This design comes from an exercise in tuning for small area, a short achievable clock period and few clock cycles per item on the open sky130 flow, not from production work.
In this exercise RTL edits were held to simulation tests only and were not proved equivalent to the original.
No activity file was given, so power comes from the tool's default toggle rates.

// wildcard_byte_signature_scanner
module wildcard_byte_signature_scanner (
  input  logic                           clk_i,
  input  logic                           rst_ni,
  input  logic                           cfg_we_i,
  input  logic [sbs_pkg::CfgIdxW-1:0]    cfg_index_i,
  input  logic [sbs_pkg::SigRegW-1:0]    cfg_data_i,
  input  logic                           in_valid_i,
  output logic                           in_stall_o,
  input  logic [7:0]                     data_byte_i,
  input  logic                           region_last_i,
  output logic                           out_valid_o,
  input  logic                           out_stall_i,
  output logic                           found_o,
  output logic [sbs_pkg::OffsetBits-1:0] match_offset_o
);
  logic [sbs_pkg::MaxSigLen-1:0][7:0] sig;
  logic [sbs_pkg::MaxSigLen-1:0]      wild;
  logic [5:0]                         lm1_hi;
  logic [7:0]                         lm1_lo;
  logic        take;           
  logic        in_valid_q;     
  logic [7:0]  byte_q;
  logic        last_a_q;
  logic        step;           
  logic        held_q;         
  logic        last_q;         
  logic        reported_q;     
  logic        eval;           
  logic        match_end;
  logic        hit;
  logic        produce;
  logic        stall_q;
  ...
Size: roughly 1600 cells after synthesis, roughly 120 I/O pins, roughly 24000 um^2 of cells after synthesis.
clock: 5.5 ns
lec_check: 0
abc_clock_period_in_ps: 2500
cap_margin: 30
core_margin: 2
core_utilization: 60
cts_cluster_diameter: 80
cts_cluster_size: 30
setup_slack_margin: 3.3
slew_margin: 25
standard.sh (not shown) runs the stock make flow with config.mk's settings and CLKGATE_MAP_FILE= SYNTH_SCRIPT=/design/flow/synth_recipe.tcl, a recipe that flattens the netlist after the stock synthesis.
==> flow/flow/run.sh <==
#!/bin/bash
set -euo pipefail
export BUFFER_PORTS_ARGS="-buffer_cell sky130_fd_sc_hd__buf_2"
export CTS_ARGS="-sink_clustering_enable -repair_clock_nets -dont_use_dummy_load -sink_clustering_size 40 -sink_clustering_max_diameter 60"
bash standard.sh > standard_flow.log 2>&1
Testbench counts at the start, summed over its fixed seeds: cycles 52,290, bytes 52,011.
Then changed:
==> flow/flow/run.sh (replaced) <==
#!/bin/bash
set -euo pipefail
export BUFFER_PORTS_ARGS="-buffer_cell sky130_fd_sc_hd__buf_2"
export CTS_ARGS="-sink_clustering_enable -repair_clock_nets -dont_use_dummy_load -sink_clustering_size 30 -sink_clustering_max_diameter 80"
bash standard.sh > standard_flow.log 2>&1
Die area does not change; utilization shrinks by 0.99 points; non-clock buffer count shrinks by 9; power shrinks by a few percent.
Then changed:
==> flow/flow/run.sh (replaced) <==
#!/bin/bash
set -euo pipefail
export BUFFER_PORTS_ARGS="-buffer_cell sky130_fd_sc_hd__buf_2"
export CTS_ARGS="-sink_clustering_enable -repair_clock_nets -dont_use_dummy_load -sink_clustering_size 40 -sink_clustering_max_diameter 60"
bash standard.sh > standard_flow.log 2>&1
Settings changed: CORE_UTILIZATION 60 to 50.
Outcome: Worst setup slack improves by 0.054 ns; non-clock buffer count climbs by 17; fmax rises by a few percent; global-route usage is lower by 3.3 points; power went up by a few percent; final cell count came out higher by a few percent; worst hold slack improved by 0.042 ns; via count increases slightly; core utilization goes down by 10 points; sequential cell count is unchanged; combinational power came out higher by a few percent.
Then changed:
Settings changed: CORE_UTILIZATION 50 to 60, SETUP_SLACK_MARGIN 3.3 to 3.4.
The changed run produced a clean layout.
Worst setup slack improves by 0.011 ns.
Synthesized area is unchanged.
Sequential share of layout area falls by 0.67 points.
Routed wire length falls by a few percent.
Maximum frequency rises slightly.

The RTL this note starts from:
==> flow/design.v <==
package sbs_pkg;
  localparam int MaxSigLen  = 48;
  localparam int SigRegs    = 6;
  localparam int SigRegW    = 64;
  localparam int LenBits    = 6;
  localparam int OffsetBits = 32;
  localparam int CfgIdxW    = 3;
endpackage
import sbs_pkg::*;
module sbs_cfg (
  input  logic                                clk_i,
  input  logic                                rst_ni,
  input  logic                                cfg_we_i,
  input  logic [sbs_pkg::CfgIdxW-1:0]         cfg_index_i,
  input  logic [sbs_pkg::SigRegW-1:0]         cfg_data_i,
  output logic [sbs_pkg::MaxSigLen-1:0][7:0]  sig_o,      
  output logic [sbs_pkg::MaxSigLen-1:0]       wild_o,     
  output logic [5:0]                          lm1_hi_o,   
  output logic [7:0]                          lm1_lo_o    
);
  logic [SigRegs-1:0][SigRegW-1:0] sig_q;
  logic [MaxSigLen-1:0]            wild_q;
  logic                            init_q;     
  logic [SigRegW-1:0]              wdata;
  logic [5:0]                      lm1_hi_q;
  logic [7:0]                      lm1_lo_q;
  logic [LenBits-1:0]              lm1_d;
  always_comb begin
    if (cfg_data_i[LenBits-1:0] == '0) begin
      lm1_d = 6'd0;
    end else if (cfg_data_i[LenBits-1:0] > 6'd48) begin
      lm1_d = 6'd47;
    end else begin
      lm1_d = cfg_data_i[LenBits-1:0] - 6'd1;
    end
  end
  assign wdata = init_q ? '0 : cfg_data_i;
  always_ff @(posedge clk_i) begin
    for (int r = 0; r < SigRegs; r++) begin
      if (init_q || (cfg_we_i && cfg_index_i == 3'(r))) sig_q[r] <= wdata;
    end
    if (init_q || (cfg_we_i && cfg_index_i == 3'd6)) wild_q <= wdata[MaxSigLen-1:0];
  end
  always_ff @(posedge clk_i or negedge rst_ni) begin
    if (!rst_ni) begin
      init_q    <= 1'b1;
      lm1_hi_q  <= 6'b000001;
      lm1_lo_q  <= 8'b00000001;
    end else begin
      init_q <= 1'b0;
      if (cfg_we_i && cfg_index_i == 3'd7) begin
        lm1_hi_q <= 6'b000001 << lm1_d[5:3];
        lm1_lo_q <= 8'b00000001 << lm1_d[2:0];
      end
    end
  end
  assign sig_o    = sig_q;
  assign wild_o   = wild_q;
  assign lm1_hi_o = lm1_hi_q;
  assign lm1_lo_o = lm1_lo_q;
endmodule
import sbs_pkg::*;
module sbs_match (
  input  logic                                clk_i,
  input  logic                                rst_ni,
  input  logic                                step_i,      
  input  logic [7:0]                          byte_i,
  input  logic                                last_i,
  input  logic [sbs_pkg::MaxSigLen-1:0][7:0]  sig_i,
  input  logic [sbs_pkg::MaxSigLen-1:0]       wild_i,
  input  logic [5:0]                          lm1_hi_i,    
  input  logic [7:0]                          lm1_lo_i,    
  output logic                                end_o        
);
  logic [MaxSigLen-1:0]  st_q, st_d, pos_ok;
  logic [5:0]            grp_end;       
  logic                  first_q;       
  always_comb begin
    for (int j = 0; j < MaxSigLen; j++) begin
      pos_ok[j] = wild_i[j] || (byte_i == sig_i[j]);
    end
    st_d[0] = pos_ok[0];
    for (int j = 1; j < MaxSigLen; j++) begin
      st_d[j] = pos_ok[j] && st_q[j-1] && !first_q;
    end
  end
  always_ff @(posedge clk_i) begin
    if (step_i) begin
      st_q <= st_d;
    end
  end
  always_ff @(posedge clk_i or negedge rst_ni) begin
    if (!rst_ni) begin
      first_q <= 1'b1;
    end else if (step_i) begin
      first_q <= last_i;
    end
  end
  always_comb begin
    for (int h = 0; h < 6; h++) begin
      grp_end[h] = lm1_hi_i[h] && |(st_q[8*h +: 8] & lm1_lo_i);
    end
  end
  assign end_o = |grp_end;
endmodule
module wildcard_byte_signature_scanner (
  input  logic                           clk_i,
  input  logic                           rst_ni,
  input  logic                           cfg_we_i,
  input  logic [sbs_pkg::CfgIdxW-1:0]    cfg_index_i,
  input  logic [sbs_pkg::SigRegW-1:0]    cfg_data_i,
  input  logic                           in_valid_i,
  output logic                           in_stall_o,
  input  logic [7:0]                     data_byte_i,
  input  logic                           region_last_i,
  output logic                           out_valid_o,
  input  logic                           out_stall_i,
  output logic                           found_o,
  output logic [sbs_pkg::OffsetBits-1:0] match_offset_o
);
  logic [sbs_pkg::MaxSigLen-1:0][7:0] sig;
  logic [sbs_pkg::MaxSigLen-1:0]      wild;
  logic [5:0]                         lm1_hi;
  logic [7:0]                         lm1_lo;
  logic        take;           
  logic        in_valid_q;     
  logic [7:0]  byte_q;
  logic        last_a_q;
  logic        step;           
  logic        held_q;         
  logic        last_q;         
  logic        reported_q;     
  logic        eval;           
  logic        match_end;
  logic        hit;
  logic        produce;
  logic        stall_q;
  logic        in_valid_d;
  logic        held_d;
  logic        out_valid_d;
  logic        out_valid_q;
  logic        found_q;
  assign take = in_valid_i && !stall_q;
  assign eval = held_q && !out_valid_q;
  assign step = in_valid_q && (!held_q || eval);
  sbs_cfg u_cfg (
    .clk_i       (clk_i),
    .rst_ni      (rst_ni),
    .cfg_we_i    (cfg_we_i),
    .cfg_index_i (cfg_index_i),
    .cfg_data_i  (cfg_data_i),
    .sig_o       (sig),
    .wild_o      (wild),
    .lm1_hi_o    (lm1_hi),
    .lm1_lo_o    (lm1_lo)
  );
  sbs_match u_match (
    .clk_i    (clk_i),
    .rst_ni   (rst_ni),
    .step_i   (step),
    .byte_i   (byte_q),
    .last_i   (last_a_q),
    .sig_i    (sig),
    .wild_i   (wild),
    .lm1_hi_i (lm1_hi),
    .lm1_lo_i (lm1_lo),
    .end_o    (match_end)
  );
  logic [31:0] ofs_init;       
  logic [31:0] ofs_sat;        
  logic        sat_next;       
  logic        first_c_q;      
  logic        sat_q;          
  logic [31:0] ofs_q;
  logic        lo_ok, hi_ok;
  always_comb begin
    ofs_init = '0;
    for (int l = 1; l < 8; l++) if (lm1_lo[l]) ofs_init[2:0] = ofs_init[2:0] | 3'(8 - l);
    for (int h = 0; h < 6; h++) begin
      if (lm1_hi[h]) ofs_init[5:3] = ofs_init[5:3] | (lm1_lo[0] ? 3'((8 - h) % 8) : 3'(7 - h));
    end
    ofs_init[31:6] = {26{!(lm1_hi[0] && lm1_lo[0])}};
    ofs_sat = {26'h3ffffff, 6'd0};
    for (int l = 0; l < 8; l++) if (lm1_lo[l]) ofs_sat[2:0] = ofs_sat[2:0] | 3'((14 - l) % 8);
    for (int h = 0; h < 6; h++) begin
      if (lm1_hi[h]) ofs_sat[5:3] = ofs_sat[5:3] | (lm1_lo[7] ? 3'(6 - h) : 3'(7 - h));
    end
    lo_ok = 1'b0;
    for (int l = 0; l < 8; l++) begin
      if (lm1_lo[l] && ofs_q[2:0] == 3'((13 - l) % 8)) lo_ok = 1'b1;
    end
    hi_ok = 1'b0;
    for (int h = 0; h < 6; h++) begin
      if (lm1_hi[h] && ofs_q[5:3] == ((lm1_lo[6] || lm1_lo[7]) ? 3'(6 - h) : 3'(7 - h))) hi_ok = 1'b1;
    end
    sat_next = (&ofs_q[31:6]) && lo_ok && hi_ok;
  end
  always_ff @(posedge clk_i) begin
    if (eval) begin
      if (last_q && !hit) begin
        ofs_q <= 32'd0;
      end else if (first_c_q) begin
        ofs_q <= ofs_init;
      end else if (sat_q) begin
        ofs_q <= ofs_sat;
      end else begin
        ofs_q <= ofs_q + 32'd1;
      end
      sat_q <= !first_c_q && (sat_q || sat_next);
    end
  end
  assign hit         = match_end && !reported_q;
  assign produce     = hit || (last_q && !reported_q);
  assign in_valid_d  = take || (in_valid_q && !step);
  assign held_d      = step || (held_q && !eval);
  assign out_valid_d = eval ? produce : (out_valid_q && out_stall_i);
  always_ff @(posedge clk_i or negedge rst_ni) begin
    if (!rst_ni) begin
      in_valid_q  <= 1'b0;
      held_q      <= 1'b0;
      first_c_q   <= 1'b1;
      reported_q  <= 1'b0;
      out_valid_q <= 1'b0;
      stall_q     <= 1'b0;
    end else begin
      in_valid_q  <= in_valid_d;
      held_q      <= held_d;
      out_valid_q <= out_valid_d;
      stall_q     <= in_valid_d && held_d && out_valid_d;
      if (eval) begin
        first_c_q  <= last_q;
        reported_q <= !last_q && (reported_q || hit);
      end
    end
  end
  always_ff @(posedge clk_i) begin
    if (!stall_q) begin
      byte_q   <= data_byte_i;
      last_a_q <= region_last_i;
    end
    if (step) begin
      last_q <= last_a_q;
    end
    if (eval) begin
      found_q <= hit;
    end
  end
  assign in_stall_o     = stall_q;
  assign out_valid_o    = out_valid_q;
  assign found_o        = found_q;
  assign match_offset_o = ofs_q;
endmodule
==> flow/config.mk <==
export PLATFORM = sky130hd
export DESIGN_NAME = wildcard_byte_signature_scanner
export DESIGN_NICKNAME = wildcard_byte_signature_scanner
export VERILOG_FILES = /design/flow/design.v
export SDC_FILE = /design/flow/constraint.sdc
export NUM_CORES = 4
export LEC_CHECK = 0
export ABC_CLOCK_PERIOD_IN_PS = 2200
export CAP_MARGIN = 50
export CORE_MARGIN = 2
export CORE_UTILIZATION = 60
export CTS_CLUSTER_DIAMETER = 80
export CTS_CLUSTER_SIZE = 30
export SETUP_SLACK_MARGIN = 3.3
export SLEW_MARGIN = 50
==> flow/constraint.sdc <==
create_clock -name core_clock -period 5.5 [get_ports {clk_i}]
set_input_delay 1.1000 -clock core_clock [delete_from_list [all_inputs] [get_ports {clk_i}]]
set_output_delay 1.1000 -clock core_clock [all_outputs]
set_load 0.01 [all_outputs]
==> flow/flow/run.sh <==
#!/bin/bash
set -euo pipefail
export BUFFER_PORTS_ARGS="-buffer_cell sky130_fd_sc_hd__buf_2"
export CTS_ARGS="-sink_clustering_enable -repair_clock_nets -dont_use_dummy_load -sink_clustering_size 40 -sink_clustering_max_diameter 60"
bash standard.sh > standard_flow.log 2>&1
The starting point ran to the end with no violations.
Testbench counts at the start, summed over its fixed seeds: cycles 52,290, bytes 52,011.
Change:
ABC_CLOCK_PERIOD_IN_PS = 2500   (was 2200)
CAP_MARGIN = 30   (was 50)
SETUP_SLACK_MARGIN = 3.25   (was 3.3)
SLEW_MARGIN = 25   (was 50)
=>
- clock power barely changes
- worst hold slack got worse by 37 ps
- die area stays the same
Change:
==> flow/flow/run.sh (replaced) <==
#!/bin/bash
set -euo pipefail
export BUFFER_PORTS_ARGS="-buffer_cell sky130_fd_sc_hd__buf_2"
export CTS_ARGS="-sink_clustering_enable -repair_clock_nets -dont_use_dummy_load -sink_clustering_size 20 -sink_clustering_max_diameter 100"
bash standard.sh > standard_flow.log 2>&1
CAP_MARGIN = 50   (was 30)
SETUP_SLACK_MARGIN = 3.3   (was 3.25)
SLEW_MARGIN = 50   (was 25)
The changed run produced a clean layout.
Via count went down by about 1.3%.
Setup slack gets worse by 14 ps.
Wire length is lower by about 4.5%.
Power came out lower by about 1.8%.
Fmax is lower by 0.60%.
Change:
==> flow/flow/run.sh (replaced) <==
#!/bin/bash
set -euo pipefail
export BUFFER_PORTS_ARGS="-buffer_cell sky130_fd_sc_hd__buf_2"
export CTS_ARGS="-sink_clustering_enable -repair_clock_nets -dont_use_dummy_load -sink_clustering_size 40 -sink_clustering_max_diameter 60"
bash standard.sh > standard_flow.log 2>&1
What happened: Count of clock-buffer cells in the layout climbs by 7. Routed wire length is higher slightly. Global-route usage rises by 0.37 points.
Change:
CORE_UTILIZATION = 55   (was 60)
Core utilization came out lower by 5.3 points.
Clock power came out higher by about 2%.
Via count is about the same.
Sequential share of layout area came out lower by 0.17 points.
Sequential cell count stays the same.
Routed wire length came out higher by about 4%.
Clock-buffer cell count came out higher by 1.
Global-route usage came out lower by 1.6 points.
Hold slack loses 22 ps.
Synthesized area stays the same.
Worst setup slack loses 19 ps.

## port drivers added, routing unchanged
The results above use ideal ports. As a check the final layouts listed here were re-extracted and re-timed, cells and wires unchanged.
Step 1: set_driving_cell puts a clkbuf_16 on clk_i and a buf_2 on each other input, an assumption about the parent block.
Step 2, shift: input delay + t, output delay - t, t = (earliest + latest rising clock arrival at the registers) / 2. This alone moves slack from input paths to output paths.
Slacks: ideal ports / drivers / drivers and shift; pairs: ideal ports / drivers.
run | t (ns) | setup slack, ns | worst setup path at the end | worst slew at a driven data input, ns | pins driven straight from the clock port
the first run of note 1 | 0.619 | 3.226 / 3.167 / 2.699 | input to register | 0.04 | 1
the second run of note 1 | 0.639 | 3.180 / 3.125 / 2.702 | input to register | 0.04 | 1
the third run of note 1 | 0.627 | 3.234 / 3.172 / 2.674 | input to register | 0.06 | 1
the fourth run of note 1 | 0.609 | 3.245 / 3.194 / 2.670 | input to register | 0.08 | 1
the first run of note 2 | 0.611 | 3.236 / 3.183 / 2.792 | input to register | 0.04 | 1
the second run of note 2 | 0.615 | 3.217 / 3.189 / 2.622 | input to register | 0.06 | 1
the third run of note 2 | 0.641 | 3.203 / 3.149 / 2.793 | input to register | 0.04 | 1
the fourth run of note 2 | 0.611 | 3.236 / 3.183 / 2.792 | input to register | 0.04 | 1
the fifth run of note 2 | 0.617 | 3.217 / 3.157 / 2.704 | input to register | 0.04 | 1
After both steps every run listed still meets setup and hold. The setup slack of the second run of note 2, which loses most, moves by -0.028 ns with the drivers and by -0.595 ns with both steps.
